Context: an optimization exercise on an open-source flow, tuned for small area, a short achievable clock period and few clock cycles. The choices shown serve that exercise and are no tape-out recipe.
RTL that was checked went through simulation tests only; none was proved equivalent to the original.
Only the layout flow was run in runs 1, 2, 4 and 5; the RTL was not checked for function there.
Power is estimated from default activity; no workload was simulated.

==> design.v <==
package axiPkg;
  typedef logic [31:0] addr_t;
  typedef logic [31:0] data_t;
  typedef logic [3:0]  strb_t;
  typedef logic [7:0]  id_t;
  typedef logic [7:0]  len_t;
  typedef logic [2:0]  prot_t;
  localparam int unsigned BeatBytes = 4;
  localparam int unsigned AddrReqBits = 32 + 8 + 8 + 2 + 3;
  localparam int unsigned WBeatBits   = 32 + 4;
  localparam int unsigned RBeatBits   = 32 + 2 + 8 + 1;
  localparam int unsigned BRspBits    = 2 + 8;
  typedef enum logic [1:0] {
    FIXED = 2'd0,
    INCR  = 2'd1
  } burst_e;
  typedef enum logic [1:0] {
    OKAY   = 2'd0,
    SLVERR = 2'd2,
    DECERR = 2'd3
  } resp_e;
  typedef struct packed {
    addr_t  addr;
    id_t    id;
    len_t   len;
    burst_e burst;
    prot_t  prot;
  } addrReq_t;
  typedef struct packed {
    data_t data;
    strb_t strb;
  } wBeat_t;
  typedef struct packed {
    data_t data;
    resp_e resp;
    id_t   id;
    logic  last;
  } rBeat_t;
  typedef struct packed {
    resp_e resp;
    id_t   id;
  } bRsp_t;
endpackage
package apbPkg;
  typedef enum logic [1:0] {
    IDLE   = 2'd0,
    SETUP  = 2'd1,
    ACCESS = 2'd2
  } apbState_e;
  typedef struct packed {
    logic [31:0]   paddr;
    logic [31:0]   pwdata;
    logic [3:0]    pstrb;
    logic [2:0]    pprot;
    logic          pwrite;
  } apbReq_t;
endpackage
module syncFifo #(
  parameter int unsigned Width = 8,
  parameter int unsigned Depth = 4
) (
  input  logic             pclk,
  input  logic             preset_n,
  input  logic [Width-1:0] inData,
  input  logic             inValid,
  output logic             inReady,
  output logic [Width-1:0] outData,
  output logic             outValid,
  input  logic             outReady
);
  localparam int unsigned PtrBits = (Depth > 1) ? $clog2(Depth) : 1;
  localparam int unsigned CntBits = $clog2(Depth + 1);
  logic [Width-1:0]   mem [Depth];
  logic [PtrBits-1:0] wrPtr;
  logic [PtrBits-1:0] rdPtr;
  logic [CntBits-1:0] count;
  logic               push;
  logic               pop;
  assign inReady  = (count != CntBits'(Depth));
  assign outValid = (count != '0);
  assign outData  = mem[rdPtr];
  assign push     = inValid & inReady;
  assign pop      = outValid & outReady;
  always_ff @(posedge pclk) begin
    if (push) begin
      mem[wrPtr] <= inData;
    end
  end
  always_ff @(posedge pclk or negedge preset_n) begin
    if (!preset_n) begin
      wrPtr <= '0;
      rdPtr <= '0;
      count <= '0;
    end else begin
      if (push) begin
        wrPtr <= (wrPtr == PtrBits'(Depth - 1)) ? '0 : wrPtr + 1'b1;
      end
      if (pop) begin
        rdPtr <= (rdPtr == PtrBits'(Depth - 1)) ? '0 : rdPtr + 1'b1;
      end
      case ({push, pop})
        2'b10:   count <= count + 1'b1;
        2'b01:   count <= count - 1'b1;
        default: count <= count;
      endcase
    end
  end
endmodule
module readPath #(
  parameter int unsigned FifoDepth = 4
) (
  input  logic             pclk,
  input  logic             preset_n,
  input  axiPkg::addrReq_t arReq,
  input  logic             arValid,
  output logic             arReady,
  output axiPkg::rBeat_t   rBeat,
  output logic             rValid,
  input  logic             rReady,
  output axiPkg::addrReq_t rdCmd,
  output logic             rdCmdValid,
  input  logic             rdCmdReady,
  input  axiPkg::rBeat_t   rdBeat,
  input  logic             rdBeatValid,
  output logic             rdBeatReady
);
  syncFifo #(
    .Width(axiPkg::AddrReqBits),
    .Depth(FifoDepth)
  ) arFifo_i (
    .pclk    (pclk),
    .preset_n(preset_n),
    .inData  (arReq),
    .inValid (arValid),
    .inReady (arReady),
    .outData (rdCmd),
    .outValid(rdCmdValid),
    .outReady(rdCmdReady)
  );
  syncFifo #(
    .Width(axiPkg::RBeatBits),
    .Depth(FifoDepth)
  ) rFifo_i (
    .pclk    (pclk),
    .preset_n(preset_n),
    .inData  (rdBeat),
    .inValid (rdBeatValid),
    .inReady (rdBeatReady),
    .outData (rBeat),
    .outValid(rValid),
    .outReady(rReady)
  );
endmodule
module writePath #(
  parameter int unsigned FifoDepth = 4
) (
  input  logic             pclk,
  input  logic             preset_n,
  input  axiPkg::addrReq_t awReq,
  input  logic             awValid,
  output logic             awReady,
  input  axiPkg::wBeat_t   wBeat,
  input  logic             wValid,
  output logic             wReady,
  output axiPkg::bRsp_t    bRsp,
  output logic             bValid,
  input  logic             bReady,
  output axiPkg::addrReq_t wrCmd,
  output logic             wrCmdValid,
  input  logic             wrCmdReady,
  output axiPkg::wBeat_t   wrData,
  output logic             wrDataValid,
  input  logic             wrDataReady,
  input  axiPkg::bRsp_t    wrRsp,
  input  logic             wrRspValid,
  output logic             wrRspReady
);
  syncFifo #(
    .Width(axiPkg::AddrReqBits),
    .Depth(FifoDepth)
  ) awFifo_i (
    .pclk    (pclk),
    .preset_n(preset_n),
    .inData  (awReq),
    .inValid (awValid),
    .inReady (awReady),
    .outData (wrCmd),
    .outValid(wrCmdValid),
    .outReady(wrCmdReady)
  );
  syncFifo #(
    .Width(axiPkg::WBeatBits),
    .Depth(FifoDepth)
  ) wFifo_i (
    .pclk    (pclk),
    .preset_n(preset_n),
    .inData  (wBeat),
    .inValid (wValid),
    .inReady (wReady),
    .outData (wrData),
    .outValid(wrDataValid),
    .outReady(wrDataReady)
  );
  syncFifo #(
    .Width(axiPkg::BRspBits),
    .Depth(FifoDepth)
  ) bFifo_i (
    .pclk    (pclk),
    .preset_n(preset_n),
    .inData  (wrRsp),
    .inValid (wrRspValid),
    .inReady (wrRspReady),
    .outData (bRsp),
    .outValid(bValid),
    .outReady(bReady)
  );
endmodule
module apbSequencer #(
  parameter int unsigned NumSlaves = 4,
  parameter int unsigned WinBits   = 12
) (
  input  logic                           pclk,
  input  logic                           preset_n,
  input  axiPkg::addrReq_t               rdCmd,
  input  logic                           rdCmdValid,
  output logic                           rdCmdReady,
  output axiPkg::rBeat_t                 rdBeat,
  output logic                           rdBeatValid,
  input  logic                           rdBeatReady,
  input  axiPkg::addrReq_t               wrCmd,
  input  logic                           wrCmdValid,
  output logic                           wrCmdReady,
  input  axiPkg::wBeat_t                 wrData,
  input  logic                           wrDataValid,
  output logic                           wrDataReady,
  output axiPkg::bRsp_t                  wrRsp,
  output logic                           wrRspValid,
  input  logic                           wrRspReady,
  output apbPkg::apbReq_t                apbReq,
  output logic [NumSlaves-1:0]           psel,
  output logic                           penable,
  input  logic [NumSlaves-1:0]           pready,
  input  logic [NumSlaves-1:0][31:0]   prdata,
  input  logic [NumSlaves-1:0]           pslverr
);
  localparam int unsigned AddrBits = 32;
  localparam int unsigned IdxBits  = AddrBits - WinBits;
  apbPkg::apbState_e    state;
  logic                 active;
  logic                 isWrite;
  logic                 lastWrite;
  logic                 pickWrite;
  axiPkg::addr_t        curAddr;
  axiPkg::len_t         beatCnt;
  axiPkg::resp_e        wrErr;
  axiPkg::addrReq_t     cmd;
  axiPkg::addrReq_t     newCmd;
  logic [IdxBits-1:0]   winIdx;
  logic [NumSlaves-1:0] slvHit;
  logic                 decErr;
  logic                 readySel;
  logic                 errSel;
  axiPkg::data_t        rdataSel;
  axiPkg::resp_e        beatResp;
  axiPkg::resp_e        burstResp;
  logic                 beatGo;
  logic                 beatDone;
  logic                 lastBeat;
  assign pickWrite = wrCmdValid & (~rdCmdValid | ~lastWrite);
  assign newCmd    = pickWrite ? wrCmd : rdCmd;
  assign cmd       = isWrite ? wrCmd : rdCmd;
  assign winIdx = curAddr[AddrBits-1:WinBits];
  always_comb begin
    for (int k = 0; k < NumSlaves; k++) begin
      slvHit[k] = (winIdx == IdxBits'(k));
    end
  end
  assign decErr   = ~|slvHit;
  assign readySel = |(pready & slvHit);
  assign errSel   = |(pslverr & slvHit);
  always_comb begin
    rdataSel = '0;
    for (int k = 0; k < NumSlaves; k++) begin
      if (slvHit[k]) begin
        rdataSel = prdata[k];
      end
    end
  end
  always_comb begin
    if (decErr) begin
      beatResp = axiPkg::DECERR;
    end else if (errSel) begin
      beatResp = axiPkg::SLVERR;
    end else begin
      beatResp = axiPkg::OKAY;
    end
  end
  assign burstResp = (beatResp > wrErr) ? beatResp : wrErr;
  assign lastBeat = (beatCnt == cmd.len);
  assign beatGo   = isWrite ? (wrDataValid & (wrRspReady | (beatCnt != '0))) : rdBeatReady;
  assign beatDone = (state == apbPkg::ACCESS) & (decErr | readySel);
  always_ff @(posedge pclk or negedge preset_n) begin
    if (!preset_n) begin
      state     <= apbPkg::IDLE;
      active    <= 1'b0;
      isWrite   <= 1'b0;
      lastWrite <= 1'b1;
      curAddr   <= '0;
      beatCnt   <= '0;
      wrErr     <= axiPkg::OKAY;
    end else begin
      case (state)
        apbPkg::IDLE: begin
          if (!active) begin
            if (rdCmdValid | wrCmdValid) begin
              active    <= 1'b1;
              isWrite   <= pickWrite;
              lastWrite <= pickWrite;
              curAddr   <= newCmd.addr;
              beatCnt   <= '0;
              wrErr     <= axiPkg::OKAY;
            end
          end else if (beatGo) begin
            state <= apbPkg::SETUP;
          end
        end
        apbPkg::SETUP: begin
          state <= apbPkg::ACCESS;
        end
        apbPkg::ACCESS: begin
          if (beatDone) begin
            state <= apbPkg::IDLE;
            wrErr <= burstResp;
            if (lastBeat) begin
              active <= 1'b0;
            end else begin
              beatCnt <= beatCnt + 1'b1;
              if (cmd.burst != axiPkg::FIXED) begin
                curAddr <= curAddr + axiPkg::addr_t'(axiPkg::BeatBytes);
              end
            end
          end
        end
        default: begin
          state <= apbPkg::IDLE;
        end
      endcase
    end
  end
  assign psel    = (state == apbPkg::IDLE) ? '0 : slvHit;
  assign penable = (state == apbPkg::ACCESS);
  always_comb begin
    apbReq.paddr  = curAddr;
    apbReq.pwdata = isWrite ? wrData.data : '0;
    apbReq.pstrb  = isWrite ? wrData.strb : '0;
    apbReq.pprot  = cmd.prot;
    apbReq.pwrite = isWrite;
  end
  assign rdBeatValid = beatDone & ~isWrite;
  assign rdCmdReady  = beatDone & ~isWrite & lastBeat;
  assign wrDataReady = beatDone & isWrite;
  assign wrCmdReady  = beatDone & isWrite & lastBeat;
  assign wrRspValid  = beatDone & isWrite & lastBeat;
  always_comb begin
    rdBeat.data = rdataSel;
    rdBeat.resp = beatResp;
    rdBeat.id   = rdCmd.id;
    rdBeat.last = lastBeat;
    wrRsp.resp  = burstResp;
    wrRsp.id    = wrCmd.id;
  end
endmodule
module axiApbBridge #(
  parameter int unsigned NumSlaves = 4,
  parameter int unsigned WinBits   = 12,
  parameter int unsigned FifoDepth = 4
) (
  input  logic                           pclk,
  input  logic                           preset_n,
  input  axiPkg::addrReq_t               arReq,
  input  logic                           arValid,
  output logic                           arReady,
  input  axiPkg::addrReq_t               awReq,
  input  logic                           awValid,
  output logic                           awReady,
  input  axiPkg::wBeat_t                 wBeat,
  input  logic                           wValid,
  output logic                           wReady,
  output axiPkg::rBeat_t                 rBeat,
  output logic                           rValid,
  input  logic                           rReady,
  output axiPkg::bRsp_t                  bRsp,
  output logic                           bValid,
  input  logic                           bReady,
  output apbPkg::apbReq_t                apbReq,
  output logic [NumSlaves-1:0]           psel,
  output logic                           penable,
  input  logic [NumSlaves-1:0]           pready,
  input  logic [NumSlaves-1:0][31:0]   prdata,
  input  logic [NumSlaves-1:0]           pslverr
);
  axiPkg::addrReq_t rdCmd;
  logic             rdCmdValid;
  logic             rdCmdReady;
  axiPkg::rBeat_t   rdBeat;
  logic             rdBeatValid;
  logic             rdBeatReady;
  axiPkg::addrReq_t wrCmd;
  logic             wrCmdValid;
  logic             wrCmdReady;
  axiPkg::wBeat_t   wrData;
  logic             wrDataValid;
  logic             wrDataReady;
  axiPkg::bRsp_t    wrRsp;
  logic             wrRspValid;
  logic             wrRspReady;
  readPath #(.FifoDepth(FifoDepth)) readPath_i (
    .pclk, .preset_n,
    .arReq, .arValid, .arReady,
    .rBeat, .rValid, .rReady,
    .rdCmd, .rdCmdValid, .rdCmdReady,
    .rdBeat, .rdBeatValid, .rdBeatReady
  );
  writePath #(.FifoDepth(FifoDepth)) writePath_i (
    .pclk, .preset_n,
    .awReq, .awValid, .awReady,
    .wBeat, .wValid, .wReady,
    .bRsp, .bValid, .bReady,
    .wrCmd, .wrCmdValid, .wrCmdReady,
    .wrData, .wrDataValid, .wrDataReady,
    .wrRsp, .wrRspValid, .wrRspReady
  );
  apbSequencer #(
    .NumSlaves(NumSlaves),
    .WinBits  (WinBits)
  ) apbSequencer_i (
    .pclk, .preset_n,
    .rdCmd, .rdCmdValid, .rdCmdReady,
    .rdBeat, .rdBeatValid, .rdBeatReady,
    .wrCmd, .wrCmdValid, .wrCmdReady,
    .wrData, .wrDataValid, .wrDataReady,
    .wrRsp, .wrRspValid, .wrRspReady,
    .apbReq, .psel, .penable,
    .pready, .prdata, .pslverr
  );
endmodule
module axiApbBridgeTop (
  input  logic         pclk,
  input  logic         preset_n,
  input  logic [31:0]  ar_addr,
  input  logic [7:0]   ar_id,
  input  logic [7:0]   ar_len,
  input  logic [1:0]   ar_burst,
  input  logic [2:0]   ar_prot,
  input  logic         ar_valid,
  output logic         ar_ready,
  input  logic [31:0]  aw_addr,
  input  logic [7:0]   aw_id,
  input  logic [7:0]   aw_len,
  input  logic [1:0]   aw_burst,
  input  logic [2:0]   aw_prot,
  input  logic         aw_valid,
  output logic         aw_ready,
  input  logic [31:0]  w_data,
  input  logic [3:0]   w_strb,
  input  logic         w_valid,
  output logic         w_ready,
  output logic [31:0]  r_data,
  output logic [1:0]   r_resp,
  output logic [7:0]   r_id,
  output logic         r_last,
  output logic         r_valid,
  input  logic         r_ready,
  output logic [1:0]   b_resp,
  output logic [7:0]   b_id,
  output logic         b_valid,
  input  logic         b_ready,
  output logic [31:0]  paddr,
  output logic [31:0]  pwdata,
  output logic [3:0]   pstrb,
  output logic [2:0]   pprot,
  output logic         pwrite,
  output logic [3:0]   psel,
  output logic         penable,
  input  logic [3:0]   pready,
  input  logic [127:0] prdata,
  input  logic [3:0]   pslverr
);
  logic        act;        
  logic        wr;         
  logic        acc;        
  logic        fixed;      
  logic [13:2] curAddr;    
  logic        upZero;     
  logic [7:0]  left;       
  logic [1:0]  wrErr;      
  logic        rv;
  logic        rl;
  logic [31:0] rd;
  logic [1:0]  rr;
  logic        bv;
  logic [3:0]  hit;
  logic        dec;
  logic        go;
  logic        done;
  logic        decDone;
  logic        fin;
  logic        last;
  logic [1:0]  beatResp;
  logic        rdAvail;
  logic        wrAvail;
  logic        free;
  logic        start;
  logic        pickW;
  logic [31:0] rdSel;
  logic        gA;
  logic        gW;
  logic        gR;
  logic [3:0]  wAcc;
  always_comb begin
    for (int k = 0; k < 4; k++) begin
      hit[k] = upZero & (curAddr[13:12] == 2'(k));
    end
  end
  assign dec = ~upZero;
  assign go      = wr ? w_valid : (~rv | r_ready);
  assign done    = acc & |(pready & hit);
  assign decDone = act & dec & (wr ? w_valid : ~rv);
  assign fin     = done | decDone;
  assign last    = (left == 8'd0);
  assign beatResp = dec ? 2'd3 : (|(pslverr & hit) ? 2'd2 : 2'd0);
  assign rdAvail = ar_valid & ~(act & ~wr) & ~(rv & rl);
  assign wrAvail = aw_valid & ~(act & wr) & ~bv;
  assign free    = ~act | (fin & last);
  assign start   = free & (rdAvail | wrAvail);
  assign pickW   = wrAvail & (~rdAvail | ~wr);
  assign fixed   = wr ? (aw_burst == 2'd0) : (ar_burst == 2'd0);
  always_comb begin
    rdSel = '0;
    for (int k = 0; k < 4; k++) begin
      rdSel = rdSel | (prdata[32*k +: 32] & {32{hit[k] & ~rv}});
    end
  end
  always_ff @(posedge pclk or negedge preset_n) begin
    if (!preset_n) begin
      act    <= 1'b0;
      wr     <= 1'b0;
      acc    <= 1'b0;
      rv     <= 1'b0;
      bv     <= 1'b0;
    end else begin
      if (acc) begin
        acc <= ~done;
      end else begin
        acc <= act & ~dec & go;
      end
      if (start) begin
        act    <= 1'b1;
        wr     <= pickW;
      end else if (fin & last) begin
        act <= 1'b0;
      end
      if (fin & ~wr) begin
        rv <= 1'b1;
      end else if (r_ready) begin
        rv <= 1'b0;
      end
      if (fin & wr & last) begin
        bv <= 1'b1;
      end else if (b_ready) begin
        bv <= 1'b0;
      end
    end
  end
  always_ff @(posedge pclk) begin
    if (start) begin
      curAddr <= pickW ? aw_addr[13:2] : ar_addr[13:2];
      upZero  <= pickW ? (aw_addr[31:14] == '0) : (ar_addr[31:14] == '0);
      left    <= pickW ? aw_len : ar_len;
    end else if (fin) begin
      left <= left - 8'd1;
      if (!fixed) begin
        curAddr[13:2] <= curAddr[13:2] + 12'd1;
        if (&curAddr[13:2]) begin
          upZero <= wr ? (&aw_addr[31:14]) : (&ar_addr[31:14]);
        end
      end
    end
    if (start & pickW) begin
      wrErr <= 2'd0;
    end else if (fin & wr) begin
      wrErr <= wrErr | beatResp;
    end
    rd <= rdSel | (rd & {32{rv}});
    if (!rv) begin
      rr <= beatResp;
      rl <= last;
    end
  end
  assign gA      = acc | (act & ~wr & ~rv);
  assign gW      = act & ~acc & wr;
  assign gR      = act & ~acc & ~wr & rv;
  always_comb begin
    for (int k = 0; k < 4; k++) begin
      psel[k] = (hit[k] & gA) | (hit[k] & gW & w_valid) | (hit[k] & gR & r_ready);
    end
  end
  assign penable = acc;
  assign paddr   = {18'd0, curAddr, wr ? aw_addr[1:0] : ar_addr[1:0]};
  assign pwrite  = wr;
  assign pprot   = wr ? aw_prot : ar_prot;
  assign pwdata  = w_data;
  assign pstrb   = w_strb & {4{wr}};
  assign wAcc    = hit & {4{acc & wr}};
  assign w_ready = |(pready & wAcc) | (act & dec & wr);
  assign r_valid  = rv;
  assign r_data   = rd;
  assign r_resp   = rr;
  assign r_last   = rl;
  assign r_id     = ar_id;
  assign ar_ready = rv & rl & r_ready;
  assign b_valid  = bv;
  assign b_resp   = wrErr;
  assign b_id     = aw_id;
  assign aw_ready = bv & b_ready;
endmodule
==> flow/run.sh <==
#!/bin/bash
# Standard layout; port buffers of the smallest plain buffer; smaller clock tree.
export BUFFER_PORTS_ARGS="-buffer_cell sky130_fd_sc_hd__buf_1"
export CTS_ARGS="-sink_clustering_enable -repair_clock_nets -dont_use_dummy_load -buf_list sky130_fd_sc_hd__clkbuf_8 -sink_clustering_size 40 -sink_clustering_max_diameter 150"
bash standard.sh > standard.log 2>&1
==> standard.sh <==
#!/bin/bash
# synth_recipe.tcl (not shown) runs the flow's synth.tcl, then flattens the netlist and writes it again
# the make line also repeats each setting of config.mk as NAME=value (left out here)
make -C /OpenROAD-flow-scripts/flow DESIGN_CONFIG=/design/flow/config.mk WORK_HOME=/design/flow/orfs CLKGATE_MAP_FILE= SYNTH_SCRIPT=/design/flow/synth_recipe.tcl "${@:-finish}"
==> config.mk <==
export PLATFORM = sky130hd
export DESIGN_NAME = axiApbBridgeTop
export DESIGN_NICKNAME = axiApbBridgeTop
export VERILOG_FILES = /design/flow/design.v
export SDC_FILE = /design/flow/constraint.sdc
export NUM_CORES = 4
export LEC_CHECK = 0
export CAP_MARGIN = 20
export CORE_AREA = 2.5 2.5 142.5 142.5
export DIE_AREA = 0 0 145 145
export PLACE_DENSITY = 0.6
export SETUP_SLACK_MARGIN = 2.5
export SLEW_MARGIN = 20
==> constraint.sdc <==
create_clock -name core_clock -period 5.0 [get_ports {pclk}]
set_input_delay 1.0000 -clock core_clock [delete_from_list [all_inputs] [get_ports {pclk}]]
set_output_delay 1.0000 -clock core_clock [all_outputs]
set_load 0.01 [all_outputs]
==> summary.txt, run 1 <==
The number of clock sinks came out at 63. The global routing stage identified its most utilized layer as met2. The source-to-sink clock delay at the later pin of the worst-skew pair came out at 0.36 ns. In the final routed layout, each cell accounts on average for 17.0 um.

The die covers 21000 sq um. The final number of setup-violating endpoints is 0. The top achievable clock speed is 333 MHz. The reported leakage power came out at 2.02 nW. Headroom to the max-slew limit came out at between 30% and 40%. The global-route wire length before repair came out at 24500 um.

The die span in y is 145 um. The post-route core utilization came out at 28.9%. The post-detailed-routing wire length is about 17000 um. Global routing used ~15% of the available tracks. In the final layout, the share of cells above drive strength 1 is under 10%. The number of distinct standard cells referenced by the synthesized netlist came out at 48. The total negative slack is 0 ns. The sum of overflow across all layers after global routing is 0. The total inserted antenna cells is 0.

The flow ran to the end and the layout has no timing, DRC or antenna violations. The placeable core region is 19300 sq um. For this run, global-route usage on met2 was measured as around a quarter. In this run the worst hold path is classified as flip-flop to flip-flop. The sequential cell area fraction in the yosys report came out at 36.2%. In the routed design, unresolved DRC markers number 0.

In this run, synthesis produced a sequential element count of 63. The count of boundary I/O pins is 420. The placement-stage cell area came out at 5220 sq um.

The area added between synthesis and finish is 32.6%. By area the synthesized netlist is led by sky130_fd_sc_hd__edfxtp_1 17%, sky130_fd_sc_hd__dfxtp_1 16%, sky130_fd_sc_hd__buf_4 12%. Setup repair after global routing could not meet its margin everywhere.

The worst supply voltage drop on vdd is around 0.15 mV. The mapped netlist covers 4220 sq um. STA classifies the critical path startpoint as an input pin. The number of hold violations in the final report came to 0. The total clock buffers created by CTS is 9. The number of buffers added to fix hold violations after cts is 0.

In the synthesized netlist the dominant register cell turns out to be sky130_fd_sc_hd__dfxtp_1. The class of the most critical setup path is input pin to output port. In this run the tool buffered the top-level ports with 305 buffer cells.

The fraction of registers with async set/reset is under 10%. The maximum level of the CTS H-tree is 3. Entering global routing, the biggest net connects 33 pins. Data arrives at the worst endpoint at approximately 2 ns. At the end of the flow, the number of nets in the layout was around 1000. TritonCTS built the clock tree. After clock tree synthesis, the clock-pin slew on the worst setup and hold paths is 0.06 ns. The per-cell via count in the routed design is roughly 4.6.

The clock skew after layout is ~0.018 ns. After synthesis, the most frequently instantiated cells are 67 x sky130_fd_sc_hd__buf_4, 43 x sky130_fd_sc_hd__mux2i_1, 42 x sky130_fd_sc_hd__a22oi_1, 42 x sky130_fd_sc_hd__nand2_1, 34 x sky130_fd_sc_hd__dfxtp_1. For this block, the via count after detailed routing is 4505. The worst-case clock buffer depth came out at 2.

Max-cap violations in this run came to 0. The synthesized area per cell came out at 9.50 sq um. The first routing iteration left 292 violations.

The number of global-route vias before repair is 4265. The final design instance area without fill is roughly 5600 sq um. sky130_fd_sc_hd__edfxtp_1 takes more of the synthesized area than any other cell. The count of nets left with antenna violations after detail routing is 0. The number of antenna violations at the first check in global routing came out at 0. The number of max-slew violations in the final report came out at 0. Of the available clock period, the critical path in the final layout requires 60.1%. From left edge to right edge, the die measures 145 um. At the pin with the least slew margin, the transition time is 0.889 ns. The final weighted congestion in routability-driven placement is between 0.8 and 0.9. Yosys instantiated no cell more often than sky130_fd_sc_hd__buf_4. Counting flops with a built-in enable in the synthesized netlist gives 24. The minimum clock period after layout came out at 3.01 ns.

Power spread over the standard cell area amounts to 445 nW/um^2. For this run, global-route usage on met1 was measured as 16.9%. After technology mapping, the gate count stands at ~440. Of all nets on the critical path, the largest fanout is 4. The total of warnings raised by yosys is 1. STA classifies the critical path endpoint as an output port.

The number of standard-cell rows in the floorplan came out at 51. Summed over its instances, the top area cell type makes up 17.1% of the synthesized netlist area. Before antenna repair, the detailed router went through 9 iterations.

The met3 usage came out at 4.84%. STA puts the critical path data required time at 4.00 ns. The starting density of the core is 21.8%. The tree is rooted in a sky130_fd_sc_hd__clkbuf_8. The sum of net half-perimeters after detailed placement is 13300 um.
## routing by layer
metal	vias up	wire length [um]
met5	-	0
met4	0	597
met3	41	1390
met2	241	8260
met1	2111	6260
li1	2112	-
## path summary, 6_finish.rpt
check,start,end,slack [ns],cells past startpoint
worst min-delay path,rd[15]$_DFF_P_,rd[15]$_DFF_P_,0.49,2
worst max-delay path,r_ready,psel[1],1.99,8
worst min register to register,rd[15]$_DFF_P_,rd[15]$_DFF_P_,0.49,2
min in group asynchronous,preset_n,wr$_DFFE_PN0N_,0.50,1
worst max register to register,wr$_DFFE_PN0N_,curAddr[3]$_DFFE_PP_,2.66,7
max in group asynchronous,preset_n,acc$_DFF_PN0_,4.25,1
## cell type report
cell class | count | area, sq um
Clock buffer | 9 | 124
Fill cell | 2104 | 13700
Inverter | 10 | 37.5
Multi-Input combinational cell | 298 | 2200
Sequential cell | 63 | 1530
Tap cell | 265 | 332
Timing Repair Buffer | 327 | 1380
## logic make-up (layout without fill, tap and decap cells)
group | count (synthesis) | after routing | share of synthesized area (%)
fa+ha+maj | 2 | 2 | 0.593
compound gates | 84 | 84 | 16.6
mux | 51 | 51 | 12.6
other cells | 1 | 18 | 0.0889
simple gates | 127 | 127 | 15.1
flops | 63 | 63 | 36.2
xor+xnor | 16 | 16 | 3.32
buf+inv | 100 | 346 | 15.5
## stage by stage
| stage | worst slack [ns] | cells | hold slack [ns] | power, mW |
|---|---|---|---|---|
| after global routing | 1.96 | 972 | 0.493 | 2.69 |
| after CTS | 2.01 | 970 | 0.481 | 2.49 |
| after detailed placement | 1.71 | 949 | 0.462 | 2.06 |
| final | 1.99 | 972 | 0.490 | 2.49 |
| after global placement | 1.74 | 949 | 0.458 | 2.04 |
| after floorplan | 2.37 | 461 | 0.505 | 1.68 |
## where the power goes
group          internal, mW  switching [mW]  leakage, nW
sequential            0.789           0.157        0.568
clock                 0.161           0.194       0.0647
combinational         0.498           0.692         1.38
## placed cells by master (no fill, tap or decap), types with 3 or more instances in the layout
cell and n:
sky130_fd_sc_hd__nand2b_1 3, sky130_fd_sc_hd__inv_1 10, sky130_fd_sc_hd__xor2_1 5, sky130_fd_sc_hd__edfxtp_1 24
sky130_fd_sc_hd__mux2_2 7, sky130_fd_sc_hd__nand2_1 41, sky130_fd_sc_hd__buf_6 5, sky130_fd_sc_hd__buf_2 4
sky130_fd_sc_hd__and3_1 3, sky130_fd_sc_hd__dfxtp_1 34, sky130_fd_sc_hd__conb_1 18, sky130_fd_sc_hd__mux2i_1 41
sky130_fd_sc_hd__o21ai_0 4, sky130_fd_sc_hd__nor3_1 4, sky130_fd_sc_hd__clkbuf_8 9, sky130_fd_sc_hd__xnor2_1 11
sky130_fd_sc_hd__nor2_2 5, sky130_fd_sc_hd__nor3_2 3, sky130_fd_sc_hd__a21oi_1 3, sky130_fd_sc_hd__dfrtp_1 5
sky130_fd_sc_hd__buf_4 20, sky130_fd_sc_hd__and2_1 5, sky130_fd_sc_hd__buf_1 295, sky130_fd_sc_hd__nor2_1 12
sky130_fd_sc_hd__nor4_1 10, sky130_fd_sc_hd__a22oi_1 42, sky130_fd_sc_hd__a31oi_1 3, sky130_fd_sc_hd__a222oi_1 22
sky130_fd_sc_hd__nand3_1 16, sky130_fd_sc_hd__nand4_1 10
## critical path, stage by stage
cell and delay, ns:
sky130_fd_sc_hd__buf_6 0.09, sky130_fd_sc_hd__nand2b_4 0.14, sky130_fd_sc_hd__nor2_4 0.09, sky130_fd_sc_hd__nor3_2 0.05
sky130_fd_sc_hd__buf_4 0.16, sky130_fd_sc_hd__o21ai_4 0.24, sky130_fd_sc_hd__nor2_1 0.09, sky130_fd_sc_hd__buf_2 0.14
## registers in the layout, indices dropped and copies added (netlist names)
name and cells:
curAddr 12, upZero 1, bv 1, act 1, rr 2, acc 1
wrErr 2, rd 32, wr 1, left 8, rv 1, rl 1
## timing repair
item                                    CTS  global route
endpoints found under the setup margin   44            32
gates resized for setup                  23            11
setup buffers                            12             2
pin swaps                                 4             3
==> inputs of run 2 (changes only) <==
--- a/design.v
+++ b/design.v
@@ -546,3 +546,3 @@
       act    <= 1'b0;
-      wr     <= 1'b0;
+      wr     <= 1'b1;
       acc    <= 1'b0;
--- a/config.mk
+++ b/config.mk
@@ -7,3 +7,3 @@
 export LEC_CHECK = 0
-export CAP_MARGIN = 20
+export CAP_MARGIN = 0
 export CORE_AREA = 2.5 2.5 142.5 142.5
@@ -11,3 +11,3 @@
 export PLACE_DENSITY = 0.6
-export SETUP_SLACK_MARGIN = 2.5
-export SLEW_MARGIN = 20
+export SETUP_SLACK_MARGIN = 2.0
+export SLEW_MARGIN = 0
==> summary.txt, run 2 <==
The total iterations of the first detailed-routing run came out at 8 (-1). Among all flip-flop cells after synthesis, the most frequent one is sky130_fd_sc_hd__dfxtp_1. The total negative slack came out at 0 ns (unchanged). The register with the most flip-flops in the final layout is rd. The path type of the worst min-delay path is flip-flop to flip-flop. The sum of net half-perimeters after detailed placement is 13400 um (+0.84%). The layer flagged by global routing as most heavily used is met2.

The number of distinct standard cells referenced by the synthesized netlist is 49 (+2.1%). The total of flip-flops plus latches after synthesis was 63 (unchanged). The source-to-sink clock delay at the later pin of the worst-skew pair is 0.36 ns (about the same).

The flip-flop count of the largest register after layout was 32 (unchanged). After synthesis, the most frequently instantiated cells are 67 x sky130_fd_sc_hd__buf_4, 43 x sky130_fd_sc_hd__mux2i_1, 42 x sky130_fd_sc_hd__a22oi_1, 42 x sky130_fd_sc_hd__nand2_1, 34 x sky130_fd_sc_hd__dfxtp_1. The critical-path maximum fanout came out at 4 (unchanged). The number of hold violations in the final report is 0 (unchanged).

The synthesized instance count is 444 (unchanged). The total power of the final layout was 2.49 mW (about the same). The number of DRC markers after the initial detailed-route iteration is 358 (+23%). The top cell types in the final layout, fill and taps aside, are 300 x sky130_fd_sc_hd__buf_1, 42 x sky130_fd_sc_hd__nand2_1, 42 x sky130_fd_sc_hd__mux2i_1, 42 x sky130_fd_sc_hd__a22oi_1, 34 x sky130_fd_sc_hd__dfxtp_1. The run finished with no timing, DRC or antenna violations.

The worst hold path begins at rd[6]$_DFF_P_. The minimum setup slack among reg-to-reg paths is 2.23 ns (-0.43 ns). The placeable core region is 19300 sq um (unchanged). The endpoint required time on the critical path came out at 4.00 ns (about the same).

The final weighted congestion in routability-driven placement was 0.871 (+1.1%). The clock skew after layout came out at 0.0167 ns (-0.00170 ns). The number of buffer cells added on primary ports came out at 305 (unchanged). The final number of setup-violating endpoints came out at 0 (unchanged).

The number of antenna violations at the first check in global routing came out at 1 (+1). The final layout net count came out at 990 (-0.60%). The share of Yosys cell area claimed by the top area cell type came out at 17.1% (about the same). The top achievable clock speed came out at 338 MHz (+1.5%). The die span in y came out at 145 um (unchanged). In this run the critical register-to-register path is launched from wr$_DFFE_PN1N_. The fraction of registers with async set/reset came out at 7.94% (unchanged). The count of flip-flops with a built-in enable after synthesis is 24 (unchanged).

The biggest area contributor in the post-synthesis netlist is sky130_fd_sc_hd__edfxtp_1. The area occupied by registers was 1530 sq um (+0.33%). The area added between synthesis and finish is 30.4%. In the final layout, the registers with the most flip-flops are rd (32), curAddr (12), left (8). The per-cell via count in the routed design is 4.58 (-1.1%). The most common cell in the synthesized netlist is sky130_fd_sc_hd__buf_4. The met2 global-route usage was 24.4% (-1.8 points).

The worst slew margin relative to its limit came out at 42.9% (+2.9 points). The global-route wire length before repair is 25100 um (+2.2%). The critical path data arrival time came out at 1.96 ns (-0.05 ns). The area of the die came out at 21000 sq um (unchanged). The ratio of final minimum period to clock period is 59.2% (-0.89 points). The reported leakage power came to 1.96 nW (-2.6%). The fraction of layout cells with a size suffix above 1 came to 7.99% (-1.9 points). The remaining routing DRC violations is 0 (unchanged).

The max-cap check violation count is 0 (unchanged). The total of warnings raised by yosys came out at 1 (unchanged). The worst supply voltage drop on vdd is 0.149 mV (+2.9%). The total power per unit cell area came to 452 nW/um^2 (+1.6%). The fill cell total of the finished layout came out at 2142 (+1.8%). In the post-synthesis netlist, the biggest area contributors are sky130_fd_sc_hd__edfxtp_1 17%, sky130_fd_sc_hd__dfxtp_1 16%, sky130_fd_sc_hd__buf_4 12%.

The post-detailed-routing wire length is 16800 um (+1.8%). The number of cells traversed by the worst register-to-register path came to 7 (unchanged). The minimum clock period after layout was 2.96 ns (-0.0445 ns). The cell total after placement came out at 949 (unchanged). The total clock buffers created by CTS came out at 9 (unchanged). The combined global-route utilization of all metal layers is 15.4% (+0.28 points). The detailed-route via count is 4432 (-1.6%). The path with the worst hold slack has its endpoint at rd[6]$_DFF_P_.

The sum of overflow across all layers after global routing is 0 (unchanged). The count of nets left with antenna violations after detail routing came out at 0 (unchanged). The met1 usage came out at 19.9% (+3.0 points).

The clock-pin slew reported for the worst setup and hold paths after clock tree synthesis came out at 0.07 ns (about the same). The maximum number of pins on one net before global-route repair came to 36 (+9.1%). The endpoint identified for the worst register-to-register timing path is curAddr[12]$_DFFE_PP_. The sequential cell area fraction in the yosys report came out at 36.2% (about the same). TritonCTS built the clock tree. STA classifies the critical path endpoint as an output port. The maximum level of the CTS H-tree came to 3 (unchanged).

The count of boundary I/O pins came out at 420 (unchanged). The number of clock sinks is 63 (unchanged). The root buffer cell chosen for the clock tree is sky130_fd_sc_hd__clkbuf_8. The number of buffers added to fix hold violations after cts came out at 0 (unchanged). The starting density of the core came to 21.8% (about the same).

The number of global-route vias before repair is 4215 (-1.2%). The die outline width came to 145 um (unchanged). The combined area of all synthesized cells came out at 4220 sq um (about the same). The synthesized area per cell came out at 9.51 sq um (about the same). The footprint of the multi-input gates was 2180 sq um (-0.97%). The met3 usage came out at 3.36% (-1.5 points).

Setup repair after global routing could not meet its margin everywhere. The transition time at the pin with the least slew margin was 0.846 ns (-0.0426 ns). The number of standard-cell rows in the floorplan came out at 51 (unchanged). The type of element launching the critical path is an input pin. The detailed-route wire length per cell is 17.4 um (+2.3%). The final standard cell count with taps included and fillers excluded is 967 (-0.51%). The most frequent standard cell in the layout excluding fill and tap cells is sky130_fd_sc_hd__buf_1. The worst-case clock buffer depth came out at 2 (unchanged).

The critical path in this run is classified as input pin to output port. The number of max-slew violations in the final report came out at 0 (unchanged). The number of instances on the worst hold path came out at 2 (unchanged). The post-route core utilization came out at 28.5% (-0.47 points).
==> run 2: where the power goes <==
group	internal, mW	switching (mW)
Clock	0.160	0.194
Sequential	0.795	0.167
Combinational	0.483	0.690
==> run 2: worst max path at each step <==
stage,from,to,slack (ns),cells past startpoint
after floorplan,r_ready,psel[0],2.26,5
after global placement,r_ready,psel[0],1.58,7
after detailed placement,r_ready,psel[3],1.60,7
after CTS,r_ready,psel[0],1.99,8
after global routing,r_ready,psel[0],1.97,8
final,r_ready,psel[0],2.04,8
==> run 2: critical path, cell delays in order <==
cell	delay (ns)
sky130_fd_sc_hd__buf_6	0.08
sky130_fd_sc_hd__nand2b_4	0.12
sky130_fd_sc_hd__nor2_4	0.04
sky130_fd_sc_hd__nor3_4	0.18
sky130_fd_sc_hd__o21ai_4	0.08
sky130_fd_sc_hd__buf_12	0.16
sky130_fd_sc_hd__nor3_2	0.14
sky130_fd_sc_hd__buf_2	0.15
==> run 2: layout make-up <==
type | instances | area share, %
antenna | 1 | 0.0455
timing repair buffer | 321 | 23.7
multi-input combinational | 298 | 39.5
sequential | 63 | 27.8
tap | 265 | 6.02
inverter | 10 | 0.682
clock buffer | 9 | 2.25
==> run 2: cells by family (layout without fill, tap and decap cells) <==
family	Yosys count	count (layout)	synth area share (%)
multiplexers	51	51	12.6
AND/OR/NAND/NOR	127	127	15.1
adder cells (fa/ha/maj)	2	2	0.593
XOR/XNOR	16	16	3.32
buffers and inverters	100	340	15.5
flip-flops	63	63	36.2
AO/OA/AOI/OAI	84	84	16.6
other	1	19	0.0889
==> run 2: layer usage <==
metal	up-vias	wire length (um)	part of all wire (%)
li1	2101	-	-
met1	2050	7080	42
met2	233	7910	47
met3	48	1240	7.4
met4	0	572	3.4
met5	-	0	0
==> run 2: repair_timing <==
item / 4_1_cts / 5_1_grt
gates resized for setup: 14 / 6
pin swaps: 3 / 3
setup endpoints to repair: 17 / 17
buffers inserted: 3 / 5
==> run 2: metrics by stage <==
stage	cell area (sq um)	setup WS, ns	hold slack [ns]
3_3_place_gp	5220	1.58	0.473
4_1_cts	5440	1.99	0.493
2_1_floorplan	4280	2.26	0.505
3_5_place_dp	5220	1.60	0.474
5_1_grt	5500	1.97	0.512
6_report	5510	2.04	0.486
==> inputs of run 3 (changes only) <==
--- a/design.v
+++ b/design.v
@@ -494,2 +494,3 @@
   logic        upZero;     
+  logic        upOnes;     
   logic [7:0]  left;       
@@ -578,2 +579,3 @@
       upZero  <= pickW ? (aw_addr[31:14] == '0) : (ar_addr[31:14] == '0);
+      upOnes  <= pickW ? (aw_addr[31:14] == '1) : (ar_addr[31:14] == '1);
       left    <= pickW ? aw_len : ar_len;
@@ -584,3 +586,4 @@
         if (&curAddr[13:2]) begin
-          upZero <= wr ? (&aw_addr[31:14]) : (&ar_addr[31:14]);
+          upZero <= upOnes;
+          upOnes <= 1'b0;
         end
==> flow/run.sh (replaced) <==
#!/bin/bash
# Standard layout; port buffers of the smallest plain buffer; smaller clock tree.
export BUFFER_PORTS_ARGS="-buffer_cell sky130_fd_sc_hd__buf_1"
export CTS_ARGS="-sink_clustering_enable -repair_clock_nets -dont_use_dummy_load -buf_list sky130_fd_sc_hd__clkbuf_8 -sink_clustering_size 64 -sink_clustering_max_diameter 400 -sink_clustering_levels 1"
bash standard.sh > standard.log 2>&1
--- a/config.mk
+++ b/config.mk
@@ -7,3 +7,3 @@
 export LEC_CHECK = 0
-export CAP_MARGIN = 0
+export CAP_MARGIN = 20
 export CORE_AREA = 2.5 2.5 142.5 142.5
@@ -12,2 +12,2 @@
 export SETUP_SLACK_MARGIN = 2.0
-export SLEW_MARGIN = 0
+export SLEW_MARGIN = 20
==> summary.txt, run 3 <==
The clock skew after layout came out at 0.0203 ns (+0.00361 ns). The min-delay analysis places its worst path in the category flip-flop to flip-flop. The most numerous cell in the Yosys netlist is sky130_fd_sc_hd__buf_4. Yosys attributes the largest share of cell area to sky130_fd_sc_hd__edfxtp_1 17%, sky130_fd_sc_hd__dfxtp_1 16%, sky130_fd_sc_hd__buf_4 12%.

The starting density of the core is 22.2% (+0.41 points). The ratio of final minimum period to clock period came out at 58.8% (-0.38 points). The simple-gate share of the synthesized area is 16.3% (+1.2 points). The power share of the clock group is 27.3% (+13 points). The switching part of the total is 31.6% (-11 points).

The total inserted antenna cells came out at 0 (-1). The combined global-route utilization of all metal layers is 15.0% (-0.38 points). The minimum clock period after layout was 2.94 ns (-0.0192 ns). The complex-gate fraction of the synthesized area is 15.9% (-0.72 points). The clock-pin slew reported for the worst setup and hold paths after clock tree synthesis is 0.05 ns (-0.02 ns). The transition time at the pin with the least slew margin came out at 0.737 ns (-0.109 ns). The final layout net count is 1010 (+2.0%). The number of hold violations in the final report is 0 (unchanged).

The endpoint required time on the critical path is 4.00 ns (about the same). The mux contribution to synthesized area is 11.9% (-0.67 points). The final setup slack of the worst path came out at 2.06 ns (+0.0192 ns).

The max-cap check violation count came out at 0 (unchanged). The sequential cell area fraction in the yosys report came to 36.2% (about the same). The synthesized area per cell is 9.35 sq um (-1.6%). The critical path data arrival time came out at 1.94 ns (-0.02 ns).

STA classifies the critical path startpoint as an input pin. The total of warnings raised by yosys is 1 (unchanged). The share of Yosys cell area claimed by the top area cell type is 17.5% (+0.38 points). The global-route wire length before repair is 24600 um (-1.8%).

The fraction of registers with async set/reset came out at 7.81% (-0.12 points). The minimum setup slack after placement came out at 1.68 ns (+0.0757 ns). The placeable core region came out at 19300 sq um (unchanged). Among all flip-flop cells after synthesis, the most frequent one is sky130_fd_sc_hd__dfxtp_1. The detailed-route wire length per cell is 16.4 um (-5.3%). The top achievable clock speed is 340 MHz (+0.65%). The sum of overflow across all layers after global routing is 0 (unchanged). The worst-case clock buffer depth is 2 (unchanged). The fraction of layout cells with a size suffix above 1 came out at 7.63% (-0.36 points). The switching power of the nets came to 411 uW (-61%).

The count of flip-flops with a built-in enable after synthesis was 25 (+4.2%). The number of clock sinks is 64 (+1.6%). The number of buffer cells added on primary ports came out at 305 (unchanged). The count of nets left with antenna violations after detail routing came out at 0 (unchanged). The die span in y was 145 um (unchanged). The total power of the final layout came out at 1.30 mW (-48%).

The final number of setup-violating endpoints is 0 (unchanged). The area of the die is 21000 sq um (unchanged). The post-detailed-routing wire length is 16200 um (-3.5%). The most frequent standard cell in the layout excluding fill and tap cells is sky130_fd_sc_hd__buf_1. The cell internal power dissipation was 887 uW (-38%). The worst supply voltage drop on vdd came out at 0.107 mV (-28%).

The adder and majority cell fraction of the synthesized area came out at 0.582% (-0.011 points). By area, the combinational part of the netlist is dominated by simple AND/OR/NAND/NOR gates. The number of max-slew violations in the final report came to 0 (unchanged). The per-cell via count in the routed design is 4.53 (-1.1%). The maximum level of the CTS H-tree came out at 3 (unchanged). The remaining routing DRC violations is 0 (unchanged). The total iterations of the first detailed-routing run was 5 (-3).

The flip-flop count of the largest register after layout is 32 (unchanged). The number of DRC markers after the initial detailed-route iteration came out at 240 (-33%). The total of flip-flops plus latches after synthesis is 64 (+1.6%). In the final layout, the registers with the most flip-flops are rd (32), curAddr (12), left (8).

The total negative slack was 0 ns (unchanged). The tree is rooted in a sky130_fd_sc_hd__clkbuf_8. The number of buffers added to fix hold violations after cts was 0 (unchanged). The endpoint type of the worst setup path is an output port. The combined area of all synthesized cells came out at 4300 sq um (+1.9%). The critical-path maximum fanout came out at 4 (unchanged).

The sum of net half-perimeters after detailed placement came out at 13000 um (-3.3%). The reported leakage power came out at 2.01 nW (+2.3%). The number of distinct standard cells referenced by the synthesized netlist is 53 (+8.2%). The source-to-sink clock delay at the later pin of the worst-skew pair came out at 0.35 ns (about the same). The final weighted congestion in routability-driven placement is 0.845 (-3.1%). The sequential group share of total power came out at 48.0% (+9.4 points). The area added between synthesis and finish came out at 28.8%. The number of standard-cell rows in the floorplan came to 51 (unchanged). The total power per unit cell area came to 234 nW/um^2 (-48%).

The detailed-route via count was 4470 (+0.86%). The combinational share of power came to 24.7% (-22 points). The count of boundary I/O pins came to 420 (unchanged). The number of global-route vias before repair is 4374 (+3.8%).

The synthesized instance count is 460 (+3.6%). TritonCTS built the clock tree. The critical path in this run is classified as input pin to output port. The number of antenna violations at the first check in global routing is 0 (-1). The largest total area in the synthesized netlist belongs to sky130_fd_sc_hd__edfxtp_1. The total clock buffers created by CTS came to 9 (unchanged).

The run finished with no timing, DRC or antenna violations. The worst slew margin relative to its limit is 50.9% (+8.0 points). Setup repair after global routing could not meet its margin everywhere. The die outline width is 145 um (unchanged). The maximum number of pins on one net before global-route repair is 39 (+8.3%). In the layout the commonest cells are 304 x sky130_fd_sc_hd__buf_1, 47 x sky130_fd_sc_hd__nand2_1, 43 x sky130_fd_sc_hd__a22oi_1, 40 x sky130_fd_sc_hd__mux2i_1, 34 x sky130_fd_sc_hd__dfxtp_1. Counting instances in the post-synthesis netlist gives the leading cell types as 66 x sky130_fd_sc_hd__buf_4, 47 x sky130_fd_sc_hd__nand2_1, 43 x sky130_fd_sc_hd__a22oi_1. The xor/xnor share of the synthesized area is 3.26% (-0.062 points).

rd holds more flip-flops than any other register.
## run 3: final timing paths
kind                            slack (ns)                    end  depth (start not counted)             startpoint
worst max-delay path                  2.06                psel[0]                          6                r_ready
worst min-delay path                  0.45  wrErr[1]$_SDFFE_PP0N_                          2  wrErr[1]$_SDFFE_PP0N_
worst max register to register        2.14   curAddr[3]$_DFFE_PP_                          5      left[3]$_DFFE_PP_
worst min register to register        0.45  wrErr[1]$_SDFFE_PP0N_                          2  wrErr[1]$_SDFFE_PP0N_
max in group asynchronous             4.24         wr$_DFFE_PN1N_                          1               preset_n
min in group asynchronous             0.49         bv$_DFFE_PN0P_                          1               preset_n
## run 3: cell type report
class                      count  area (sq um)
clock buffer                   9           124
fill                        2125         13800
multi-input combinational    312          2190
inverter                      11          41.3
sequential                    64          1560
timing repair buffer         325          1290
tap                          265           332
## run 3: per-layer routing
| metal | global-route usage (%) | share of wire (%) | up-vias |
|---|---|---|---|
| li1 | - | - | 2162 |
| met1 | 17.7 | 41 | 2063 |
| met2 | 27.0 | 51 | 233 |
| met3 | 4.31 | 6.8 | 10 |
| met4 | 3.64 | 0.81 | 2 |
| met5 | 0 | 0.27 | - |
## run 3: repair_timing
item                       4_1_cts  5_1_grt
buffers inserted                 3        9
resized for setup                9        0
setup endpoints to repair       26        4
cloned                           1        0
pin swaps                        2        1
## run 3: power groups by stage
| stage | logic, mW | clock network, mW | registers (mW) |
|---|---|---|---|
| 6_report | 0.320 | 0.355 | 0.623 |
| 5_1_grt | 0.356 | 0.395 | 0.629 |
| 4_1_cts | 0.320 | 0.377 | 0.624 |
| 3_5_place_dp | 0.300 | 0 | 0.642 |
| 3_3_place_gp | 0.296 | 0 | 0.641 |
| 2_1_floorplan | 0.196 | 0 | 0.643 |
## run 3: per-stage QoR
| step | utilization (%) | area [sq um] | hold slack [ns] | std cells |
|---|---|---|---|---|
| floorplan | - | 4360 | 0.470 | 477 |
| global placement | 27.3 | 5270 | 0.436 | 963 |
| detailed placement | 27.3 | 5280 | 0.446 | 964 |
| CTS | 28.3 | 5470 | 0.455 | 977 |
| global route | 28.7 | 5540 | 0.483 | 986 |
| finish | 28.7 | 5540 | 0.449 | 986 |
## run 3: cells by family (layout without fill, tap and decap cells)
logic type / count (synthesis) / in the layout
xor+xnor: 16 / 16
compound gates: 87 / 87
buf+inv: 102 / 345
other cells: 1 / 18
fa+ha+maj: 2 / 2
mux: 49 / 49
simple gates: 139 / 140
flops: 64 / 64
## run 3: critical path, cell delays in order
cell and delay (ns):
sky130_fd_sc_hd__buf_1 0.09, sky130_fd_sc_hd__nand2b_1 0.16, sky130_fd_sc_hd__o211a_4 0.26, sky130_fd_sc_hd__o21ai_4 0.22, sky130_fd_sc_hd__nor3_1 0.07, sky130_fd_sc_hd__buf_2 0.14
Testbench counts of run 3, summed over its fixed seeds: cycles 10,238.
==> inputs of run 4 (changes only) <==
--- a/design.v
+++ b/design.v
@@ -520,2 +520,6 @@
   logic [3:0]  wAcc;
+  logic        wDec;
+  logic [3:0]  sA;
+  logic [3:0]  sW;
+  logic [3:0]  sR;
   always_comb begin
@@ -605,7 +609,13 @@
   assign gR      = act & ~acc & ~wr & rv;
-  always_comb begin
-    for (int k = 0; k < 4; k++) begin
-      psel[k] = (hit[k] & gA) | (hit[k] & gW & w_valid) | (hit[k] & gR & r_ready);
-    end
-  end
+  assign sA      = hit & {4{gA}};
+  assign sW      = hit & {4{gW}};
+  assign sR      = hit & {4{gR}};
+  pselGate pselGate_i (
+    .sA    (sA),
+    .sW    (sW),
+    .sR    (sR),
+    .wValid(w_valid),
+    .rReady(r_ready),
+    .psel  (psel)
+  );
   assign penable = acc;
@@ -617,3 +627,9 @@
   assign wAcc    = hit & {4{acc & wr}};
-  assign w_ready = |(pready & wAcc) | (act & dec & wr);
+  assign wDec    = act & dec & wr;
+  wReadyGate wReadyGate_i (
+    .pready(pready),
+    .sWA   (wAcc),
+    .dW    (wDec),
+    .wReady(w_ready)
+  );
   assign r_valid  = rv;
@@ -629 +645,19 @@
 endmodule
+module pselGate (
+  input  logic [3:0] sA,       
+  input  logic [3:0] sW,       
+  input  logic [3:0] sR,       
+  input  logic       wValid,
+  input  logic       rReady,
+  output logic [3:0] psel
+);
+  assign psel = sA | (sW & {4{wValid}}) | (sR & {4{rReady}});
+endmodule
+module wReadyGate (
+  input  logic [3:0] pready,
+  input  logic [3:0] sWA,      
+  input  logic       dW,       
+  output logic       wReady
+);
+  assign wReady = |(pready & sWA) | dW;
+endmodule
==> flow/run.sh (replaced) <==
#!/bin/bash
# Standard layout; port buffers of the smallest plain buffer; smaller clock tree.
export BUFFER_PORTS_ARGS="-buffer_cell sky130_fd_sc_hd__buf_1"
export CTS_ARGS="-sink_clustering_enable -repair_clock_nets -dont_use_dummy_load -buf_list sky130_fd_sc_hd__clkbuf_8 -sink_clustering_size 40 -sink_clustering_max_diameter 150"
bash standard.sh > standard.log 2>&1
--- a/config.mk
+++ b/config.mk
@@ -13 +13,3 @@
 export SLEW_MARGIN = 20
+export SYNTH_HIERARCHICAL = 1
+export SYNTH_MINIMUM_KEEP_SIZE = 0
==> summary.txt, run 4 <==
The highest metal layer carrying signal wires in the routed design is met4. The remaining routing DRC violations is 0 (unchanged). The worst flop-to-flop path startpoint is wr$_DFFE_PN1N_. The max-cap check violation count is 0 (unchanged). The number of global-route vias before repair is 4428 (+1.2%). The starting density of the core came to 23.1% (+0.85 points).

Setup repair after global routing left no endpoint under its margin. In the synthesized netlist the dominant register cell turns out to be sky130_fd_sc_hd__dfxtp_1. The path type of the worst min-delay path is flip-flop to flip-flop. The share of Yosys cell area claimed by the top area cell type is 16.8% (-0.65 points). The number of hold violations in the final report came out at 0 (unchanged). The detailed-route via count came to 4703 (+5.2%). The critical path data arrival time came out at 1.90 ns (-0.04 ns).

The area of the die is 21000 sq um (unchanged). The total iterations of the first detailed-routing run came to 4 (-1). The maximum level of the CTS H-tree is 3 (unchanged). The endpoint type of the worst setup path is an output port. The die outline width came to 145 um (unchanged). The clock skew after layout is 0.0109 ns (-0.00938 ns). The number of DRC markers after the initial detailed-route iteration came out at 208 (-13%). The minimum clock period after layout came to 2.90 ns (-0.0427 ns). The number of standard-cell rows in the floorplan was 51 (unchanged). The fraction of registers with async set/reset came out at 7.81% (unchanged). The worst reg2reg path endpoint is upZero$_DFFE_PP_. The final number of setup-violating endpoints was 0 (unchanged).

The detailed-route wire length per cell is 17.5 um (+6.5%). The total inserted antenna cells came to 0 (unchanged). The critical-path maximum fanout is 3 (-1). The count of boundary I/O pins is 420 (unchanged).

TritonCTS built the clock tree. The worst slew margin relative to its limit is 63.2% (+12 points). The critical path starts at wr$_DFFE_PN1N_. The number of buffer cells added on primary ports came out at 305 (unchanged). The final layout net count is 1045 (+3.5%).

The die span in y came out at 145 um (unchanged). The synthesized instance count came to 494 (+7.4%). The register bank with the most flops is rd. The total of flip-flops plus latches after synthesis is 64 (unchanged). The minimum setup slack among reg-to-reg paths was 2.35 ns (+0.21 ns). The synthesized area per cell came out at 9.04 sq um (-3.3%).

The final design instance area without fill is 5770 sq um (+4.2%). The reported leakage power is 1.98 nW (-1.6%). The number of antenna violations at the first check in global routing is 0 (unchanged). The library cell used most frequently in the layout, excluding fill and tap cells, is sky130_fd_sc_hd__buf_1. The count of flip-flops with a built-in enable after synthesis came out at 25 (unchanged). Following the worst setup path forward leads to its endpoint at psel[3]. Ranked by total cell area, the synthesized netlist is headed by sky130_fd_sc_hd__edfxtp_1 17%, sky130_fd_sc_hd__dfxtp_1 15%, sky130_fd_sc_hd__buf_4 11%.

In the final layout, the registers with the most flip-flops are rd (32), curAddr (12), left (8). The sum of overflow across all layers after global routing is 0 (unchanged). The combined area of all synthesized cells came out at 4470 sq um (+3.8%).

The critical path is of the flip-flop to output port type. The ratio of final minimum period to clock period is 58.0% (-0.85 points). The combined global-route utilization of all metal layers came out at 16.3% (+1.2 points).

The final weighted congestion in routability-driven placement came to 0.920 (+8.9%). The sequential cell area fraction in the yosys report is 34.9% (-1.3 points). The sum of met2 wire segment lengths after detailed routing is 8870 um (+7.0%). The number of cells traversed by the worst register-to-register path is 6 (+1). The maximum number of pins on one net before global-route repair came to 33 (-15%).

The clock tree root driver cell is sky130_fd_sc_hd__clkbuf_8. The endpoint required time on the critical path is 4.00 ns (about the same). STA classifies the critical path startpoint as a flip-flop. The worst-case clock buffer depth came out at 2 (unchanged). The placeable core region came to 19300 sq um (unchanged). The transition time at the pin with the least slew margin came out at 0.552 ns (-0.185 ns). The post-detailed-routing wire length came out at 17900 um (+10%). The fraction of layout cells with a size suffix above 1 is 7.54% (-0.089 points). The top achievable clock speed came out at 345 MHz (+1.5%).

The total power per unit cell area is 329 nW/um^2 (+40%). The total clock buffers created by CTS is 9 (unchanged). The number of distinct standard cells referenced by the synthesized netlist is 52 (-1.9%). The minimum setup slack after placement was 1.51 ns (-0.161 ns). Compared with the post-synthesis result, the final layout area differs by 29.2%.

The detailed route wirelength on metal3 came out at 1260 um (+15%). The global-route wire length before repair is 26200 um (+6.4%). In the synthesized netlist, the cells that appear most often are 66 x sky130_fd_sc_hd__buf_4, 64 x sky130_fd_sc_hd__a22oi_1, 44 x sky130_fd_sc_hd__nand2_1, 44 x sky130_fd_sc_hd__nand3_1, 41 x sky130_fd_sc_hd__mux2i_1. The total power of the final layout came out at 1.90 mW (+46%).

In the layout the commonest cells are 303 x sky130_fd_sc_hd__buf_1, 64 x sky130_fd_sc_hd__a22oi_1, 44 x sky130_fd_sc_hd__nand2_1, 43 x sky130_fd_sc_hd__nand3_1, 41 x sky130_fd_sc_hd__mux2i_1. The placement-stage cell area is 5450 sq um (+3.3%). The number of max-slew violations in the final report came out at 0 (unchanged).

The routed length on met1 is 7230 um (+8.8%). The per-cell via count in the routed design came out at 4.61 (+1.6%). The source-to-sink clock delay at the later pin of the worst-skew pair came out at 0.35 ns (about the same). The total negative slack is 0 ns (unchanged).

The flow ran to the end and the layout has no timing, DRC or antenna violations. The worst supply voltage drop on vdd was 0.116 mV (+8.1%). Among all cell types in the netlist, the one instantiated most often is sky130_fd_sc_hd__buf_4. The clock-pin slew reported for the worst setup and hold paths after clock tree synthesis came out at 0.07 ns (+0.02 ns). The final setup slack of the worst path is 2.10 ns (+0.0427 ns). The number of clock sinks came out at 64 (unchanged). In this run the most critical hold path is launched from rd[6]$_DFF_P_. The flip-flop count of the largest register after layout came to 32 (unchanged). The count of nets left with antenna violations after detail routing is 0 (unchanged). The sum of net half-perimeters after detailed placement is 14200 um (+9.2%). The cell taking the most area after synthesis is sky130_fd_sc_hd__edfxtp_1. The total of warnings raised by yosys is 7 (+6).
-- run 4: cell count changes after synthesis, sizes merged, moves of 4 or more --
cell and delta:
nand3 +24, a22oi +21, a222oi -20, nor2 +6, and3 +5, nor2b +4
-- run 4: cell families (layout without fill, tap and decap cells) --
kind of cell,after synthesis,count (layout),share of synthesized area (%)
mux,51,51,12.0
flops,64,64,34.9
simple gates,168,168,19.2
fa+ha+maj,2,2,0.560
compound gates,93,93,15.7
other cells,1,18,0.0840
xor+xnor,16,16,3.14
buf+inv,99,344,14.5
-- run 4: critical path, cell delays in order (launching register included) --
cell and delay [ns]:
sky130_fd_sc_hd__dfstp_4 0.64, sky130_fd_sc_hd__clkinvlp_4 0.11, sky130_fd_sc_hd__and3_4 0.19, sky130_fd_sc_hd__o21ai_4 0.16, sky130_fd_sc_hd__nor2_1 0.07, sky130_fd_sc_hd__a221o_1 0.26
sky130_fd_sc_hd__buf_1 0.13
-- run 4: Yosys stat by module, one instance, submodules excluded --
module	flip-flops and latches	cells	area (sq um)	times used
pselGate	0	4	40.0	1
wReadyGate	0	3	18.8	1
axiApbBridgeTop	64	487	4410	1
-- run 4: per-stage QoR --
step / util, % / instances / hold slack, ns
5_1_grt: 29.8 / 1021 / 0.529
3_3_place_gp: 28.2 / 997 / 0.489
3_5_place_dp: 28.2 / 997 / 0.491
6_report: 29.8 / 1021 / 0.505
4_1_cts: 29.2 / 1009 / 0.508
2_1_floorplan: - / 511 / 0.501
-- run 4: what timing repair did --
| action | in CTS | in global routing |
|---|---|---|
| setup buffers | 2 | 12 |
| endpoints found under the hold margin | 0 | 0 |
| gates resized for setup | 8 | 9 |
| setup endpoints to repair | 6 | 6 |
| cloned | 1 | 0 |
| pin swaps | 0 | 1 |
| hold buffers | 0 | 0 |
-- run 4: worst min path at each step --
stage	to	slack, ns	cells past startpoint
2_1_floorplan	upZero$_DFFE_PP_	0.50	1
3_3_place_gp	rd[6]$_DFF_P_	0.49	2
3_5_place_dp	rd[24]$_DFF_P_	0.49	2
4_1_cts	rd[6]$_DFF_P_	0.51	2
5_1_grt	rd[23]$_DFF_P_	0.53	2
6_report	rd[6]$_DFF_P_	0.50	2
-- run 4: power by group --
part           switching [mW]  internal, mW  total (mW)
combinational           0.428         0.316       0.744
clock                   0.196         0.161       0.357
sequential              0.100         0.698       0.798
-- run 4: metal layers --
metal  vias to the layer above  GRT usage [%]
met1                      2177           19.7
met5                         -              0
met4                         0           6.50
met2                       222           27.7
li1                       2276              -
met3                        28           4.03
-- run 4: layout make-up --
cell class              instances  area, sq um
repair buffers                327         1360
inverters                       8         33.8
well taps                     265          332
multi-input cells             348         2360
flip-flops and latches         64         1560
clock buffers                   9          124
fillers                      2137        13600
==> inputs of run 5 (changes only) <==
--- a/config.mk
+++ b/config.mk
@@ -11,3 +11,3 @@
 export PLACE_DENSITY = 0.6
-export SETUP_SLACK_MARGIN = 2.0
+export SETUP_SLACK_MARGIN = 2.4
 export SLEW_MARGIN = 20
==> summary.txt, run 5 <==
The total iterations of the first detailed-routing run came out at 6 (+2). The final setup slack of the worst path was 2.08 ns (-0.0169 ns). Setup repair after global routing could not meet its margin everywhere. The number of clock sinks is 64 (unchanged). The combined global-route utilization of all metal layers is 16.6% (+0.35 points). The total of warnings raised by yosys came out at 7 (unchanged). Ranked by total cell area, the synthesized netlist is headed by sky130_fd_sc_hd__edfxtp_1 17%, sky130_fd_sc_hd__dfxtp_1 15%, sky130_fd_sc_hd__buf_4 11%. The most numerous cell in the Yosys netlist is sky130_fd_sc_hd__buf_4. The buffers plus inverters on the worst setup path was 2 (unchanged). The clock skew after layout is 0.0146 ns (+0.00365 ns). The post-detailed-routing wire length was 18500 um (+3.3%). The total power of the final layout came out at 1.92 mW (+0.93%). The endpoint required time on the critical path is 4.00 ns (about the same). TritonCTS built the clock tree. The number of global-route vias before repair was 4571 (+3.2%).

The minimum setup slack after placement came out at 1.80 ns (+0.287 ns). The detailed-route wire length per cell was 17.9 um (+2.3%). The critical path data arrival time is 1.92 ns (+0.02 ns). The number of distinct standard cells referenced by the synthesized netlist came out at 52 (unchanged). The cell total after placement is 996 (-0.10%). STA classifies the critical path startpoint as a flip-flop. The starting density of the core was 23.1% (unchanged). The flow ran to the end and the layout has no timing, DRC or antenna violations. The top achievable clock speed is 343 MHz (-0.58%). The combined area of all synthesized cells is 4470 sq um (unchanged). The maximum number of pins on one net before global-route repair came out at 39 (+18%).

The worst supply voltage drop on vdd is 0.121 mV (+4.5%). The clock-pin slew reported for the worst setup and hold paths after clock tree synthesis came to 0.06 ns (about the same). The worst setup path is captured at an output port.

The sum of net half-perimeters after detailed placement came out at 14400 um (+1.6%). The share of Yosys cell area claimed by the top area cell type is 16.8% (unchanged). The flip-flop count of the largest register after layout came out at 32 (unchanged). The number of cells traversed by the worst register-to-register path came to 9 (+3). The total power per unit cell area came to 323 nW/um^2 (-1.9%).

In this run the worst setup path terminates at psel[0]. The total clock buffers created by CTS came out at 9 (unchanged). The fraction of layout cells with a size suffix above 1 came out at 10.3% (+2.8 points). The number of hold violations in the final report came out at 0 (unchanged).

The max-cap check violation count came to 0 (unchanged). The placeable core region is 19300 sq um (unchanged). The fraction of registers with async set/reset is 7.81% (unchanged). Sorting the synthesized cells by how often they occur yields 66 x sky130_fd_sc_hd__buf_4, 64 x sky130_fd_sc_hd__a22oi_1, 44 x sky130_fd_sc_hd__nand2_1, 44 x sky130_fd_sc_hd__nand3_1, 41 x sky130_fd_sc_hd__mux2i_1. The worst reg2reg path endpoint is upZero$_DFFE_PP_. The synthesized instance count was 494 (unchanged). More flip-flops sit in one register than any other, and that register is rd. The slowest stage of the critical path belongs to the cell sky130_fd_sc_hd__dfstp_4. The worst slack on hold paths is 0.507 ns (+0.00207 ns). The library cell used most frequently in the layout, excluding fill and tap cells, is sky130_fd_sc_hd__buf_1. The minimum clock period after layout came to 2.92 ns (+0.0169 ns). The final number of setup-violating endpoints came to 0 (unchanged). The remaining routing DRC violations is 0 (unchanged). The reported leakage power is 2.06 nW (+4.1%). The sequential cell area fraction in the yosys report came out at 34.9% (unchanged).

The final design instance area without fill is 5940 sq um (+2.9%). The number of buffer cells added on primary ports came out at 305 (unchanged). Of all cell types, the one taking the most synthesized area is sky130_fd_sc_hd__edfxtp_1. The placement-stage cell area is 5450 sq um (about the same). In the layout the commonest cells are 297 x sky130_fd_sc_hd__buf_1, 64 x sky130_fd_sc_hd__a22oi_1, 44 x sky130_fd_sc_hd__nand3_1, 44 x sky130_fd_sc_hd__nand2_1, 41 x sky130_fd_sc_hd__mux2i_1.

The total of flip-flops plus latches after synthesis is 64 (unchanged). The logic depth of the worst path, buffers included is 5 (-1). Walking the worst path, the cells encountered are clkinvlp_4, and3_4, o21a_1, a221o_1, buf_6. Tracing the worst setup path back leads to its startpoint at wr$_DFFE_PN1N_. In this run the worst hold path is classified as flip-flop to flip-flop. For this run, the leading register cell type out of synthesis is sky130_fd_sc_hd__dfxtp_1.

The cell class contributing the biggest share of worst-path delay is flip-flops. The number of DRC markers after the initial detailed-route iteration came out at 273 (+31%). The ratio of final minimum period to clock period is 58.3% (+0.34 points). The synthesized area per cell came out at 9.04 sq um (unchanged). The maximum cell stage delay along the critical path came out at 0.65 ns (about the same). The source-to-sink clock delay at the later pin of the worst-skew pair came out at 0.35 ns (about the same). The startpoint identified for the worst hold timing path is wrErr[0]$_SDFFE_PP0N_.
[run 5: worst min-delay path by stage]
stage          slack, ns                     to  cells after the start
2_1_floorplan       0.50       upZero$_DFFE_PP_                      1
3_3_place_gp        0.49          rd[7]$_DFF_P_                      2
3_5_place_dp        0.48  wrErr[0]$_SDFFE_PP0N_                      2
4_1_cts             0.50  wrErr[0]$_SDFFE_PP0N_                      2
5_1_grt             0.52          acc$_DFF_PN0_                      1
6_report            0.51  wrErr[0]$_SDFFE_PP0N_                      2
[run 5: metal layers]
layer | up-vias | wire length [um] | track usage (%)
li1 | 2293 | - | -
met1 | 2262 | 7110 | 19.3
met2 | 273 | 8990 | 27.7
met3 | 48 | 1400 | 4.09
met4 | 0 | 980 | 9.76
met5 | - | 0 | 0
[run 5: where the power goes]
part	switching, mW	internal (mW)
Clock	0.193	0.161
Sequential	0.0992	0.698
Combinational	0.436	0.330
[run 5: final cells by class]
type | count | area (sq um)
multi-input cells | 349 | 2410
repair buffers | 336 | 1470
clock buffers | 9 | 124
well taps | 265 | 332
flip-flops and latches | 64 | 1560
fillers | 2128 | 13400
inverters | 8 | 33.8
[run 5: per-module statistics from Yosys (local to each module, per instance)]
module	flops+latches	times used	area [sq um]
axiApbBridgeTop	64	1	4410
pselGate	0	1	40.0
wReadyGate	0	1	18.8
[run 5: logic make-up (layout without fill, tap and decap cells)]
| family | count (synthesis) | after routing | synth area share [%] |
|---|---|---|---|
| muxes | 51 | 51 | 12.0 |
| adders and majority gates | 2 | 2 | 0.560 |
| and+or+nand+nor | 168 | 169 | 19.2 |
| DFF | 64 | 64 | 34.9 |
| xor gates and xnor gates | 16 | 16 | 3.14 |
| buffers and inverters | 99 | 353 | 14.5 |
| AOI/OAI and AO/OA | 93 | 93 | 15.7 |
| other | 1 | 18 | 0.0840 |
[run 5: worst register-to-register path: stages, from the launching register on]
cell	delay, ns
sky130_fd_sc_hd__dfstp_4	0.65
sky130_fd_sc_hd__buf_4	0.18
sky130_fd_sc_hd__buf_6	0.16
sky130_fd_sc_hd__buf_6	0.17
sky130_fd_sc_hd__nor2b_4	0.18
sky130_fd_sc_hd__o31ai_1	0.10
sky130_fd_sc_hd__a21oi_2	0.29
sky130_fd_sc_hd__buf_12	0.16
sky130_fd_sc_hd__nor2_8	0.05
sky130_fd_sc_hd__mux2_1	0.32
[run 5: what timing repair did]
action,in CTS,in global routing
gates resized for setup,23,11
hold buffers,0,0
pin swaps,6,3
endpoints found under the setup margin,36,56
setup buffers,23,1
hold endpoints to repair,0,0
gates cloned,1,1

Setup slack of run 5, layout unchanged: 2.084 ns with ideal ports, 2.049 ns with driving cells assumed (clock clkbuf_16, inputs buf_2), 2.260 ns with port delays also shifted by the 0.382 ns mid clock arrival.
